What follows belongs to an exercise in optimizing a design on an open flow for a short achievable clock period and few clock cycles; a production flow would make more cautious choices. In this exercise RTL edits were held to simulation tests only and were not proved equivalent to the original. Power figures rest on the tool's default switching activity, not on a simulated workload.

===== flow/config.mk =====
export PLATFORM = sky130hd
export DESIGN_NAME = cpu_pipelined_basic
export DESIGN_NICKNAME = cpu_pipelined_basic
export VERILOG_FILES = /design/flow/design.v
export SDC_FILE = /design/flow/constraint.sdc
export NUM_CORES = 4
export LEC_CHECK = 0
export ABC_CLOCK_PERIOD_IN_PS = 2500
export CAP_MARGIN = 20
export CORE_MARGIN = 2
export CORE_UTILIZATION = 40
export SETUP_SLACK_MARGIN = 2.5
export SLEW_MARGIN = 20
export TNS_END_PERCENT = 100

===== flow/constraint.sdc =====
create_clock -name core_clock -period 5.5 [get_ports {clk}]
set_input_delay 1.1000 -clock core_clock [delete_from_list [all_inputs] [get_ports {clk}]]
set_output_delay 1.1000 -clock core_clock [all_outputs]
set_load 0.01 [all_outputs]

===== flow/design.v =====
`timescale 1ns/1ps
module cpu_pipelined_basic (
   input  logic        clk,
   input  logic        rst,
   output logic [7:0]  imem_addr,
   input  logic [31:0] imem_rdata,
   output logic [7:0]  dmem_addr,
   input  logic [31:0] dmem_rdata,
   output logic        store_valid,
   output logic [7:0]  store_addr,
   output logic [31:0] store_data
);
   logic [7:0]  pc;
   logic [31:0] rf [32];
   logic [31:0] nz;           
   logic        e_we  [2];
   logic [4:0]  e_dst [2];
   logic        e_li  [2];
   logic        e_ld  [2];
   logic        e_st  [2];
   logic        e_add [2];
   logic        e_sub [2];
   logic        e_and [2];
   logic        e_or  [2];
   logic        e_xor [2];
   logic        e_shl [2];
   logic [31:0] e_a   [2];
   logic [31:0] e_b   [2];
   logic [31:0] e_res [2];
   logic        e_busy;       
   for (genvar k = 0; k < 2; k++) begin : g_exe
      logic [31:0] bx, sum;
      assign bx  = e_sub[k] ? ~e_b[k] : e_b[k];
      assign sum = e_a[k] + bx + {31'd0, e_sub[k]};
      assign e_res[k] = ({32{e_add[k] | e_sub[k]}} & sum) |
                        ({32{e_and[k]}} & (e_a[k] & e_b[k])) |
                        ({32{e_or[k]}}  & (e_a[k] | e_b[k])) |
                        ({32{e_xor[k]}} & (e_a[k] ^ e_b[k])) |
                        ({32{e_shl[k]}} & (e_a[k] << e_b[k][4:0])) |
                        ({32{e_li[k]}}  & e_b[k]) |
                        ({32{e_ld[k]}}  & dmem_rdata);
   end
   assign e_busy      = e_ld[0] | e_ld[1];
   assign imem_addr   = pc;
   assign dmem_addr   = e_ld[0] ? e_a[0][7:0] : e_ld[1] ? e_a[1][7:0] : pc + 8'd1;
   assign store_valid = e_st[0] | e_st[1];
   assign store_addr  = e_st[0] ? e_b[0][7:0] : e_b[1][7:0];
   assign store_data  = e_st[0] ? e_a[0] : e_a[1];
   logic [31:0] f_w   [2];
   logic [4:0]  f_ra  [2];
   logic [4:0]  f_rb  [2];
   logic [4:0]  f_fn  [2];
   logic [4:0]  f_dst [2];
   logic        f_li  [2];
   logic        f_ld  [2];
   logic        f_st  [2];
   logic        f_alu [2];
   logic        f_jmp [2];
   logic        f_we  [2];
   logic        f_rda [2];
   logic        f_rdb [2];
   logic [31:0] f_imm [2];
   assign f_w[0] = imem_rdata;
   assign f_w[1] = dmem_rdata;
   for (genvar k = 0; k < 2; k++) begin : g_dec
      logic [4:0] op;
      assign op        = f_w[k][31:27];
      assign f_ra[k]   = f_w[k][26:22];
      assign f_rb[k]   = f_w[k][21:17];
      assign f_fn[k]   = f_w[k][4:0];
      assign f_li[k]   = op == 5'd1;
      assign f_ld[k]   = op == 5'd2;
      assign f_st[k]   = op == 5'd3;
      assign f_alu[k]  = op == 5'd4;
      assign f_jmp[k]  = op == 5'd5;
      assign f_we[k]   = f_li[k] | f_ld[k] | f_alu[k];
      assign f_dst[k]  = f_li[k] ? f_w[k][26:22] : f_w[k][16:12];
      assign f_rda[k]  = f_ld[k] | f_st[k] | f_alu[k] | f_jmp[k];
      assign f_rdb[k]  = f_st[k] | f_alu[k] | f_jmp[k];
      assign f_imm[k]  = {{10{f_w[k][21]}}, f_w[k][21:0]};
   end
   logic [4:0]  rd_sel [4];
   logic [31:0] rd_val [4];
   logic        rd_nz  [4];
   logic        rd_hz  [4];
   logic [7:0]  rd_tg  [4];     
   assign rd_sel[0] = f_ra[0];
   assign rd_sel[1] = f_rb[0];
   assign rd_sel[2] = f_ra[1];
   assign rd_sel[3] = f_rb[1];
   for (genvar p = 0; p < 4; p++) begin : g_rd
      logic m0, m1;
      assign m0 = e_we[0] && (e_dst[0] == rd_sel[p]);
      assign m1 = e_we[1] && (e_dst[1] == rd_sel[p]);
      assign rd_val[p] = m1 ? e_res[1] : m0 ? e_res[0] : rf[rd_sel[p]];
      assign rd_nz[p]  = m1 ? (e_b[1] != 32'd0) : m0 ? (e_b[0] != 32'd0) : nz[rd_sel[p]];
      assign rd_hz[p]  = m1 ? !e_li[1] : m0 && !e_li[0];
      assign rd_tg[p]  = m1 ? e_b[1][7:0] : m0 ? e_b[0][7:0] : rf[rd_sel[p]][7:0];
   end
   logic        f1_fa, f1_fb;
   logic [31:0] op1_a, op1_b;
   assign f1_fa = f_li[0] && (f_dst[0] == f_ra[1]);
   assign f1_fb = f_li[0] && (f_dst[0] == f_rb[1]);
   assign op1_a = f1_fa ? f_imm[0] : rd_val[2];
   assign op1_b = f1_fb ? f_imm[0] : rd_val[3];
   logic       j0_wait, j0_taken;
   logic       j1_cond, j1_hz, j1_taken;
   logic [7:0] j1_target;
   assign j0_wait  = f_jmp[0] && (rd_hz[0] || (rd_hz[1] && rd_nz[0]));
   assign j0_taken = f_jmp[0] && !j0_wait && rd_nz[0];
   assign j1_cond   = f1_fa ? (f_imm[0] != 32'd0) : rd_nz[2];
   assign j1_target = f1_fb ? f_imm[0][7:0] : rd_tg[3];
   assign j1_hz     = (!f1_fa && rd_hz[2]) || (!f1_fb && rd_hz[3] && j1_cond);
   assign j1_taken  = f_jmp[1] && j1_cond;
   logic dep, pair;
   assign dep  = f_we[0] && !f_li[0] &&
                 ((f_rda[1] && (f_ra[1] == f_dst[0])) || (f_rdb[1] && (f_rb[1] == f_dst[0])));
   assign pair = !e_busy && !f_jmp[0] && !dep &&
                 !(f_ld[0] && f_ld[1]) && !(f_st[0] && f_st[1]) && !(f_st[0] && f_ld[1]) &&
                 !(f_jmp[1] && j1_hz);
   always_ff @(posedge clk or negedge rst) begin
      if (!rst) begin
         pc <= 8'd0;
      end else if (!j0_wait) begin
         if (j0_taken)
            pc <= rd_tg[1];
         else if (pair && j1_taken)
            pc <= j1_target;
         else if (pair)
            pc <= pc + 8'd2;
         else
            pc <= pc + 8'd1;
      end
   end
   always_ff @(posedge clk or negedge rst) begin
      if (!rst) begin
         for (int k = 0; k < 2; k++) begin
            e_we[k]  <= 1'b0;
            e_dst[k] <= 5'd0;
            e_li[k]  <= 1'b0;
            e_ld[k]  <= 1'b0;
            e_st[k]  <= 1'b0;
            e_add[k] <= 1'b0;
            e_sub[k] <= 1'b0;
            e_and[k] <= 1'b0;
            e_or[k]  <= 1'b0;
            e_xor[k] <= 1'b0;
            e_shl[k] <= 1'b0;
            e_a[k]   <= 32'd0;
            e_b[k]   <= 32'd0;
         end
      end else begin
         e_we[0]  <= f_we[0];
         e_dst[0] <= f_dst[0];
         e_li[0]  <= f_li[0];
         e_ld[0]  <= f_ld[0];
         e_st[0]  <= f_st[0];
         e_add[0] <= f_alu[0] && (f_fn[0] == 5'd0);
         e_sub[0] <= f_alu[0] && (f_fn[0] == 5'd1);
         e_and[0] <= f_alu[0] && (f_fn[0] == 5'd2);
         e_or[0]  <= f_alu[0] && (f_fn[0] == 5'd3);
         e_xor[0] <= f_alu[0] && (f_fn[0] == 5'd4);
         e_shl[0] <= f_alu[0] && (f_fn[0] == 5'd5);
         e_a[0]   <= rd_val[0];
         e_b[0]   <= f_li[0] ? f_imm[0] : rd_val[1];
         e_we[1]  <= pair && f_we[1];
         e_dst[1] <= f_dst[1];
         e_li[1]  <= pair && f_li[1];
         e_ld[1]  <= pair && f_ld[1];
         e_st[1]  <= pair && f_st[1];
         e_add[1] <= pair && f_alu[1] && (f_fn[1] == 5'd0);
         e_sub[1] <= pair && f_alu[1] && (f_fn[1] == 5'd1);
         e_and[1] <= pair && f_alu[1] && (f_fn[1] == 5'd2);
         e_or[1]  <= pair && f_alu[1] && (f_fn[1] == 5'd3);
         e_xor[1] <= pair && f_alu[1] && (f_fn[1] == 5'd4);
         e_shl[1] <= pair && f_alu[1] && (f_fn[1] == 5'd5);
         e_a[1]   <= op1_a;
         e_b[1]   <= f_li[1] ? f_imm[1] : op1_b;
      end
   end
   always_ff @(posedge clk or negedge rst) begin
      if (!rst) begin
         for (int i = 0; i < 32; i++) begin
            rf[i] <= 32'd0;
            nz[i] <= 1'b0;
         end
      end else begin
         for (int i = 0; i < 32; i++) begin
            if (e_we[1] && (e_dst[1] == 5'(i))) begin
               rf[i] <= e_res[1];
               nz[i] <= e_res[1] != 32'd0;
            end else if (e_we[0] && (e_dst[0] == 5'(i))) begin
               rf[i] <= e_res[0];
               nz[i] <= e_res[0] != 32'd0;
            end
         end
      end
   end
endmodule

===== flow/run.sh =====
#!/bin/bash
# synth_recipe.tcl (not shown) runs the flow's synth.tcl, then flattens the netlist and writes it again
# the make line also repeats each setting of config.mk as NAME=value (left out here)
make -C /OpenROAD-flow-scripts/flow DESIGN_CONFIG=/design/flow/config.mk WORK_HOME=/design/flow/orfs CLKGATE_MAP_FILE= SYNTH_SCRIPT=/design/flow/synth_recipe.tcl finish

==> summary.md <==
| Metric | Value |
|---|---|
| Status | `did not finish` |
| Stage reached | `5_1_grt` |
| Tool error | `[ERROR GRT-0232] Routing congestion too high. Check the congestion heatmap in the GUI.` |
| Remaining Overflow, GRT | `4` |
| Async S/R FF share, synth | `1.00` |
| Tot GR Track Use | `0.837` |
| Max clock buf depth | `3` |
| CTS Buf Count | `150` |
| Die Y | `492 um` |
| Clock H-tree levels | `4` |
| Setup WS pre-CTS | `-0.458 ns` |
| Register area share after synthesis | `0.321` |
| Initial core utilization | `0.401` |
| Top post-synthesis cells by area | `dfrtp_1, a22oi_1, o211ai_1, nand2_1, o21ai_0` |
| Row count | `around 180` |
| Top FF cell, synth | `dfrtp_1` |
| Cell area after synthesis | `about 95000 sq um` |
| Clk sinks | `1222` |
| DP Cell Count | `roughly 15000` |
| Avg Cell Area, Syn | `about 8 sq um` |
| Number of flops mapped to enable cells by yosys | `0` |
| Top-Level Pins | `roughly 120` |
| DIE WIDTH | `roughly 500 um` |
| Largest net degree at the start of global routing | `around 140` |
| PortBufs | `122` |
| Netlist cell types | `between 90 and 100` |
| Syn Nets | `~12000` |
| Hpwl dp | `584000 um` |
| Cells after synthesis | `12100` |
| Gpl congestion | `~1.2` |
| Synth top area share | `0.321` |
| Clk root buf | `clkbuf_16` |
| Synthesis Warnings | `35` |
| Synth area leader | `dfrtp_1` |
| #FFs+latches synth | `1222` |
how the worst min path moves through the flow:
stage / from / endpoint / slack [ns] / cells past startpoint
2_1_floorplan: nz[14] / nz[14] / 0.54 / 2
3_5_place_dp: nz[31] / nz[31] / 0.60 / 2
4_1_cts: rst / rf[28][15] / 0.26 / 1
3_3_place_gp: nz[26] / nz[26] / 0.59 / 2
power groups by stage:
stage / clock (W) / sequential, W / combinational [W]
after CTS: 0.0112 / 0.0159 / 0.0150
after floorplan: 0 / 0.0132 / 0.00701
after detailed placement: 0 / 0.0160 / 0.0114
after global placement: 0 / 0.0162 / 0.0112
through the flow:
stage	area, sq um	hold WS, ns
floorplan	98100	0.542
global placement	108000	0.585
detailed placement	108000	0.597
CTS	134000	0.260
per-layer routing:
metal,GRT usage,overflow
met5,0.567,0
met4,0.820,2
met3,0.755,2
met2,0.925,0
met1,0.844,0
kinds of logic after synthesis:
kind of cell | share of synthesized area
AOI/OAI and AO/OA | 0.381
adders and majority gates | 0.0275
and+or+nand+nor | 0.163
DFF | 0.321
xor gates and xnor gates | 0.0126
muxes | 0.0332
buffers and inverters | 0.0615
repair_timing:
action / in CTS
hold buffers: 0
cloned: 171
buffers inserted: 811
pin swaps: 417
endpoints found under the setup margin: 1260
gates resized for setup: 2955
cells in the mapped netlist, drive strengths merged (47+ instances only):
library cell and count:
nand2 2003, o21ai 1411, a22oi 1361, dfrtp 1222, clkbuf 1127, o211ai 1118
nor2 390, a21oi 330, a221oi 298, buf 246, a22o 243, nand4 215
ha 206, nand3 180, inv 172, nor3 167, nor4 162, mux2i 110
xor2 107, and3 101, mux4 75, o221ai 69, o22ai 54, a222oi 51
a211oi 50, and2 47
Testbench counts, summed over its fixed seeds: cycles 25,813.
